From an optimization exercise on the open Yosys and OpenROAD flow, aimed at small area, a short achievable clock period and few clock cycles per item; shortcuts taken in it are not production practice. In this exercise RTL edits were held to simulation tests only and were not proved equivalent to the original. Power figures rest on the tool's default switching activity, not on a simulated workload.

### flow/run.sh
#!/bin/bash
# synth_recipe.tcl (not shown) runs the flow's synth.tcl, then flattens the netlist and writes it again
# the make line also repeats each setting of config.mk as NAME=value (left out here)
make -C /OpenROAD-flow-scripts/flow DESIGN_CONFIG=/design/flow/config.mk WORK_HOME=/design/flow/orfs CLKGATE_MAP_FILE= SYNTH_SCRIPT=/design/flow/synth_recipe.tcl finish
### flow/config.mk
export PLATFORM = sky130hd
export DESIGN_NAME = decimal_float_add_subtract
export DESIGN_NICKNAME = decimal_float_add_subtract
export VERILOG_FILES = /design/flow/design.v
export SDC_FILE = /design/flow/constraint.sdc
export NUM_CORES = 4
export LEC_CHECK = 0
export CAP_MARGIN = 20
export CORE_MARGIN = 2
export CORE_UTILIZATION = 40
export SLEW_MARGIN = 20
### flow/constraint.sdc
create_clock -name core_clock -period 16.0 [get_ports {clk}]
set_input_delay 3.2000 -clock core_clock [delete_from_list [all_inputs] [get_ports {clk}]]
set_output_delay 3.2000 -clock core_clock [all_outputs]
set_load 0.01 [all_outputs]
### flow/design.v
`default_nettype none
package dfas_pkg;
  localparam int DIGITS_DEF = 16;
  localparam int MANT_W     = 64;
  localparam int EXP_W      = 11;
  localparam int EXP_WIDE_W = 13;
  localparam logic signed [EXP_WIDE_W-1:0] EXP_MIN = -13'sd1024;
  localparam logic signed [EXP_WIDE_W-1:0] EXP_MAX = 13'sd1023;
  typedef struct packed {
    logic                         valid;
    logic                         sign;
    logic                         sub;
    logic signed [EXP_WIDE_W-1:0] exp;
  } dfas_ctl_t;
  function automatic logic [3:0] clamp_digit(input logic [3:0] d);
    clamp_digit = (d > 4'd9) ? 4'd9 : d;
  endfunction
  function automatic logic [4:0] digit_add(input logic [3:0] a, input logic [3:0] b,
                                           input logic cin);
    logic [4:0] s;
    s = 5'(a) + 5'(b) + 5'(cin);
    if (s > 5'd9) begin
      digit_add = {1'b1, 4'(s - 5'd10)};
    end else begin
      digit_add = {1'b0, s[3:0]};
    end
  endfunction
endpackage
`default_nettype wire
`default_nettype none
module dfas_align #(
  parameter int DIGITS = dfas_pkg::DIGITS_DEF
) (
  input  wire logic                   clk,
  input  wire logic                   rst,
  input  wire logic                   en,
  input  wire logic                   in_valid,
  output logic                        in_ready,
  input  wire logic                   command,
  input  wire logic                   a_sign,
  input  wire logic signed [10:0]     a_exponent,
  input  wire logic [63:0]            a_digits,
  input  wire logic                   b_sign,
  input  wire logic signed [10:0]     b_exponent,
  input  wire logic [63:0]            b_digits,
  output dfas_pkg::dfas_ctl_t         ctl,
  output logic [4*DIGITS-1:0]         x,
  output logic [4*DIGITS-1:0]         y
);
  localparam int W  = 4 * DIGITS;
  localparam int SW = $clog2(DIGITS + 1);
  localparam int EW = dfas_pkg::EXP_WIDE_W;
  logic [W-1:0]          da, db;
  logic                  za, zb, sb, a_ge;
  logic signed [EW-1:0]  ea, eb, ea_use, eb_use;
  logic [EW-1:0]         diff;
  logic [SW-1:0]         shift;
  logic                  v1;
  logic [W-1:0]          x1, y1;
  logic [SW-1:0]         sh1;
  logic signed [EW-1:0]  e1;
  logic                  sx1, sy1;
  assign in_ready = en;
  always_comb begin
    for (int i = 0; i < DIGITS; i++) begin
      da[4*i +: 4] = dfas_pkg::clamp_digit(a_digits[4*i +: 4]);
      db[4*i +: 4] = dfas_pkg::clamp_digit(b_digits[4*i +: 4]);
    end
    za     = (da == '0);
    zb     = (db == '0);
    sb     = b_sign ^ command;
    ea     = EW'(a_exponent);
    eb     = EW'(b_exponent);
    ea_use = za ? eb : ea;
    eb_use = zb ? ea : eb;
    a_ge   = (ea_use >= eb_use);
    diff   = a_ge ? EW'(ea_use - eb_use) : EW'(eb_use - ea_use);
    shift  = (diff >= EW'(DIGITS)) ? SW'(DIGITS) : diff[SW-1:0];
  end
  always_ff @(posedge clk) begin
    if (rst) begin
      v1        <= 1'b0;
      ctl.valid <= 1'b0;
    end else if (en) begin
      v1        <= in_valid;
      ctl.valid <= v1;
    end
  end
  always_ff @(posedge clk) begin
    if (en) begin
      x1       <= a_ge ? da : db;
      y1       <= a_ge ? db : da;
      sh1      <= shift;
      e1       <= a_ge ? ea_use : eb_use;
      sx1      <= a_ge ? a_sign : sb;
      sy1      <= a_ge ? sb : a_sign;
      x        <= x1;
      y        <= y1 >> {sh1, 2'b00};
      ctl.sign <= sx1;
      ctl.sub  <= sx1 ^ sy1;
      ctl.exp  <= e1;
    end
  end
endmodule
`default_nettype wire
`default_nettype none
module dfas_addsub #(
  parameter int DIGITS = dfas_pkg::DIGITS_DEF
) (
  input  wire logic                   clk,
  input  wire logic                   rst,
  input  wire logic                   en,
  input  wire dfas_pkg::dfas_ctl_t    ctl_in,
  input  wire logic [4*DIGITS-1:0]    x,
  input  wire logic [4*DIGITS-1:0]    y,
  output dfas_pkg::dfas_ctl_t         ctl,
  output logic [4*DIGITS-1:0]         sum,
  output logic                        cout
);
  localparam int W  = 4 * DIGITS;
  localparam int LO = DIGITS / 2;
  localparam int HI = DIGITS - LO;
  logic                 swap;
  dfas_pkg::dfas_ctl_t  ctl3, ctl4;
  logic [W-1:0]         big3, small3, small_eff;
  logic [4*LO-1:0]      lo_sum, lo4;
  logic                 lo_c, c4;
  logic [4*HI-1:0]      big_hi4, small_hi4, hi_sum;
  logic                 hi_c;
  logic [4:0]           r_lo, r_hi;
  assign swap = ctl_in.sub && (y > x);
  always_comb begin
    for (int i = 0; i < DIGITS; i++) begin
      small_eff[4*i +: 4] = ctl3.sub ? 4'(4'd9 - small3[4*i +: 4]) : small3[4*i +: 4];
    end
    lo_c   = ctl3.sub;
    lo_sum = '0;
    r_lo   = '0;
    for (int i = 0; i < LO; i++) begin
      r_lo            = dfas_pkg::digit_add(big3[4*i +: 4], small_eff[4*i +: 4], lo_c);
      lo_sum[4*i +: 4] = r_lo[3:0];
      lo_c            = r_lo[4];
    end
    hi_c   = c4;
    hi_sum = '0;
    r_hi   = '0;
    for (int i = 0; i < HI; i++) begin
      r_hi             = dfas_pkg::digit_add(big_hi4[4*i +: 4], small_hi4[4*i +: 4], hi_c);
      hi_sum[4*i +: 4] = r_hi[3:0];
      hi_c             = r_hi[4];
    end
  end
  always_ff @(posedge clk) begin
    if (rst) begin
      ctl3.valid <= 1'b0;
      ctl4.valid <= 1'b0;
      ctl.valid  <= 1'b0;
    end else if (en) begin
      ctl3.valid <= ctl_in.valid;
      ctl4.valid <= ctl3.valid;
      ctl.valid  <= ctl4.valid;
    end
  end
  always_ff @(posedge clk) begin
    if (en) begin
      big3      <= swap ? y : x;
      small3    <= swap ? x : y;
      ctl3.sign <= ctl_in.sign ^ swap;
      ctl3.sub  <= ctl_in.sub;
      ctl3.exp  <= ctl_in.exp;
      lo4       <= lo_sum;
      c4        <= lo_c;
      big_hi4   <= big3[W-1 -: 4*HI];
      small_hi4 <= small_eff[W-1 -: 4*HI];
      ctl4.sign <= ctl3.sign;
      ctl4.sub  <= ctl3.sub;
      ctl4.exp  <= ctl3.exp;
      sum       <= {hi_sum, lo4};
      cout      <= hi_c && !ctl4.sub;
      ctl.sign  <= ctl4.sign;
      ctl.sub   <= ctl4.sub;
      ctl.exp   <= ctl4.exp;
    end
  end
endmodule
`default_nettype wire
`default_nettype none
module dfas_norm #(
  parameter int DIGITS = dfas_pkg::DIGITS_DEF
) (
  input  wire logic                   clk,
  input  wire logic                   rst,
  input  wire logic                   en,
  input  wire dfas_pkg::dfas_ctl_t    ctl_in,
  input  wire logic [4*DIGITS-1:0]    sum,
  input  wire logic                   cout,
  output logic                        out_valid,
  output logic                        result_sign,
  output logic signed [10:0]          result_exponent,
  output logic [63:0]                 result_digits,
  output logic                        exponent_out_of_range
);
  localparam int W  = 4 * DIGITS;
  localparam int SW = $clog2(DIGITS + 1);
  localparam int EW = dfas_pkg::EXP_WIDE_W;
  logic [W-1:0]         m, mn;
  logic signed [EW-1:0] e, en_exp;
  logic [SW-1:0]        lz;
  logic                 zero;
  always_comb begin
    m  = cout ? {4'd1, sum[W-1:4]} : sum;
    e  = ctl_in.exp + EW'(cout);
    lz = SW'(DIGITS);
    for (int i = 0; i < DIGITS; i++) begin
      if (m[4*i +: 4] != 4'd0) begin
        lz = SW'(DIGITS - 1 - i);
      end
    end
    zero   = (m == '0);
    mn     = m << {lz, 2'b00};
    en_exp = e - $signed(EW'(lz));
  end
  always_ff @(posedge clk) begin
    if (rst) begin
      out_valid <= 1'b0;
    end else if (en) begin
      out_valid <= ctl_in.valid;
    end
  end
  always_ff @(posedge clk) begin
    if (en) begin
      result_sign           <= zero ? 1'b0 : ctl_in.sign;
      result_exponent       <= zero ? 11'sd0 : en_exp[10:0];
      result_digits         <= dfas_pkg::MANT_W'(mn);
      exponent_out_of_range <= !zero &&
        ((en_exp < dfas_pkg::EXP_MIN) || (en_exp > dfas_pkg::EXP_MAX));
    end
  end
endmodule
`default_nettype wire
`default_nettype none
module decimal_float_add_subtract #(
  parameter int DIGITS = dfas_pkg::DIGITS_DEF
) (
  input  wire logic               clk,
  input  wire logic               rst,
  input  wire logic               in_valid,
  output logic                    in_ready,
  input  wire logic               command,
  input  wire logic               a_sign,
  input  wire logic signed [10:0] a_exponent,
  input  wire logic [63:0]        a_digits,
  input  wire logic               b_sign,
  input  wire logic signed [10:0] b_exponent,
  input  wire logic [63:0]        b_digits,
  output logic                    out_valid,
  input  wire logic               out_ready,
  output logic                    result_sign,
  output logic signed [10:0]      result_exponent,
  output logic [63:0]             result_digits,
  output logic                    exponent_out_of_range
);
  localparam int W = 4 * DIGITS;
  logic                en;
  dfas_pkg::dfas_ctl_t ctl_al, ctl_as;
  logic [W-1:0]        x, y, sum;
  logic                cout;
  assign en = !out_valid || out_ready;
  dfas_align #(.DIGITS(DIGITS)) u_align (
    .clk(clk), .rst(rst), .en(en),
    .in_valid(in_valid), .in_ready(in_ready), .command(command),
    .a_sign(a_sign), .a_exponent(a_exponent), .a_digits(a_digits),
    .b_sign(b_sign), .b_exponent(b_exponent), .b_digits(b_digits),
    .ctl(ctl_al), .x(x), .y(y)
  );
  dfas_addsub #(.DIGITS(DIGITS)) u_addsub (
    .clk(clk), .rst(rst), .en(en), .ctl_in(ctl_al), .x(x), .y(y),
    .ctl(ctl_as), .sum(sum), .cout(cout)
  );
  dfas_norm #(.DIGITS(DIGITS)) u_norm (
    .clk(clk), .rst(rst), .en(en), .ctl_in(ctl_as), .sum(sum), .cout(cout),
    .out_valid(out_valid), .result_sign(result_sign), .result_exponent(result_exponent),
    .result_digits(result_digits), .exponent_out_of_range(exponent_out_of_range)
  );
endmodule
`default_nettype wire
==> run summary <==
outcome=finished clean; Clock Root Buffer=clkbuf_16; CP required=16380 ps; vias in the first global route=24980; Area contributors post-synth=edfxtp_1, mux2i_1, ha_1; number of remaining DRC errors=0; H-tree depth=3; synth cell count leaders=edfxtp_1, nand2_1, mux2i_1, nor2_1, ha_1; max-slew violations=0; clk sinks=698; Startpoint Class=register; Netlist cell types=91; Synth warnings=3; PwrDens=155.3 nW/um^2; initial antenna violation count=1; register area share after synthesis=53.56%; fin crit period=15120 ps; Via density=5.369; # Max-Cap Violations=0; Detail Route Antenna Nets=0; syn nets=3630; largest net degree at the start of global routing=87; CTS tree=done; # setup viols final=0; Top Ports=236; Cells after Synth=3243; Hold WS=407.6 ps; CP endpoint kind=register; Pleak=18.53 nW; Hold WC Path Type=register to register; VDD IR max=0.08920 mV; final hold viol count=0; Yosys top cell by area=edfxtp_1; GR Overflow Total=0; Slowest cell on crit path=fa_1; PortBufs=235; CP max FO=4; Post-Synthesis Cell Area=39020 sq um; Yosys reg bits=698; worst rel slew slack=29.53%; overall global routing resource usage=20.23%; max frequency=66.15 MHz; number of vias in the routed layout=25800; Core Region=96710 sq um; # rows=114; DR WL/cell=21.24 um; pre-CTS setup slack=-561.4 ps; Die Footprint=100100 sq um; Synth async-reset ratio=0%; layout cells sized above 1=11.50%; Synth top area share=53.25%; worst slew pin tran=1057 ps; Primary FF master, synth=edfxtp_1; routability cong.=0.9972; clk latency of the worst-skew pair=650 ps; layout net count=3854; count leader, synth=edfxtp_1; register clock-pin slew on the reported worst setup and hold paths=60 ps; most used cell, CP=fa_1; Data arrival, critical path=15500 ps; initial cell density of the core=40.35%; total power=7.079 mW; DP HPWL=77.26 mm; number of inserted diodes=0; DIE HEIGHT=316.3 um; first-pass GRT wire length=154.5 mm; number of synthesized flops with an enable pin=692; fin crit share=94.49%; clock skew=37.02 ps; die width=316.3 um; final setup margin=881.9 ps; FILL cells=8795; DR iter-0 viols=2085; routed wire length=102.1 mm; CP Class=register to register; Num CTS Buffers=76; mean post-synth cell area=12.03 sq um; CP peak stage delay=450 ps; clock buffer depth=3; Pre-Repair DR Iteration Count=6; Syn-to-layout area delta=16.82%
-- power by group --
part	internal (mW)	total, mW	leakage (nW)	switching (mW)
Sequential	2.56	2.84	7.73	0.275
Combinational	1.10	2.45	9.57	1.35
Clock	1.04	1.79	1.23	0.752
-- metal layers --
layer	global-route usage (%)	vias to the layer above	share of wire [%]
met3	2.832	176	4.3
met4	7.536	0	3.6
met5	0	-	0
met1	28.39	12350	47
li1	-	12560	-
met2	31.94	726	45
-- stage by stage --
step                      utilization [%]  std cells  cell area [sq um]  TNS (ps)
after global routing                47.14       4806              45590    -354.6
after CTS                           46.93       4796              45390         0
after detailed placement            44.23       4653              42770     -1834
after floorplan                         -       3243              39050         0
after global placement              44.23       4653              42770         0
final                               47.14       4806              45590         0
-- area by class of cell --
cell class | count | area, sq um | area share (%)
multi-input combinational | 2200 | 16950 | 37.19
timing repair buffer | 297 | 2821 | 6.189
inverter | 194 | 728.2 | 1.597
clock inverter | 50 | 628.1 | 1.378
sequential | 698 | 20900 | 45.85
clock buffer | 91 | 1958 | 4.295
tap | 1276 | 1597 | 3.502
-- registers in the layout, summed over array words and instances (netlist names), 11 cells and up --
register / flops
u_align.ctl: 14
u_addsub.lo4: 32
u_addsub.ctl3: 14
u_align.y: 64
u_align.x1: 64
u_addsub.ctl4: 14
u_addsub.big3: 64
u_norm.result_digits: 64
u_addsub.sum: 64
u_addsub.small_hi4: 32
u_addsub.big_hi4: 32
u_align.x: 64
u_norm.result_exponent: 11
u_align.y1: 64
u_align.e1: 11
u_addsub.ctl: 13
u_addsub.small3: 64
-- worst paths after layout --
check / from / endpoint / slack, ps / cells after the start
worst max-delay path: u_addsub.small3[1]$_DFFE_PP_ / u_addsub.lo4[31]$_DFFE_PP_ / 880 / 60
worst min-delay path: u_addsub.ctl4[4]$_DFFE_PP_ / u_addsub.ctl[4]$_DFFE_PP_ / 410 / 0
worst max register to register: u_addsub.small3[1]$_DFFE_PP_ / u_addsub.lo4[31]$_DFFE_PP_ / 880 / 60
worst min register to register: u_addsub.ctl4[4]$_DFFE_PP_ / u_addsub.ctl[4]$_DFFE_PP_ / 410 / 0
-- cells in the final DEF, fill, tap and decap left out, drive strengths merged, types with 107 or more instances in the layout --
cell and n:
clkdlybuf4s50 235, inv 197, mux2 161, o21ai 107
a21oi 146, ha 196, mux2i 251, edfxtp 692
nand2 263, nor2 237
-- worst max-delay path, delay by kind of cell (launching register included) --
| family | cells | cell delay (ps) |
|---|---|---|
| flops | 1 | 430 |
| buf+inv | 3 | 320 |
| fa+ha+maj | 24 | 8250 |
| compound gates | 17 | 3510 |
| simple gates | 7 | 550 |
| xor+xnor | 9 | 1770 |
-- cell families (layout without fill, tap and decap cells) --
group	Yosys count	after routing	synth area share, %
flops	698	698	53.56
buf+inv	345	632	3.546
mux	412	412	11.10
xor+xnor	111	111	2.491
compound gates	623	623	11.05
simple gates	824	824	10.22
fa+ha+maj	230	230	8.029
-- what timing repair did --
item                                    in CTS  in global routing
endpoints found under the setup margin       5                  8
setup buffers                                2                 10
pin swaps                                    2                 19
hold buffers                                 0                  0
resized for setup                            2                 17
Testbench counts, summed over its fixed seeds: cycles 16,048, items 16,000.

## separate check: timing with driven ports
The flow's constraints put no driver on any port. The routed layout listed below was extracted and timed again, unchanged, in two steps.
Step 1 (the two cells are an assumption about what drives the block):
set clk [get_ports {clk}]
set_driving_cell -lib_cell sky130_fd_sc_hd__clkbuf_16 $clk
set_driving_cell -lib_cell sky130_fd_sc_hd__buf_2 [delete_from_list [all_inputs] $clk]
Step 2, shift: input delay + t, output delay - t, t = (earliest + latest rising clock arrival at the registers) / 2. This alone moves slack from input paths to output paths.
Three values: no drivers, after step 1, after step 2; two values: the first two.
t, ns: 0.698
slack for setup (ns): 0.882 / 0.882 / 0.882
latest minus earliest clock arrival (ns): 0.037 / 0.037
worst data-port slew with drivers (ns): 0.05
cell pins on the clock port's net: 1
After both steps setup and hold are still met in this run. The setup slack of this run moves by 0.000 ns with the drivers and by 0.000 ns with both steps.
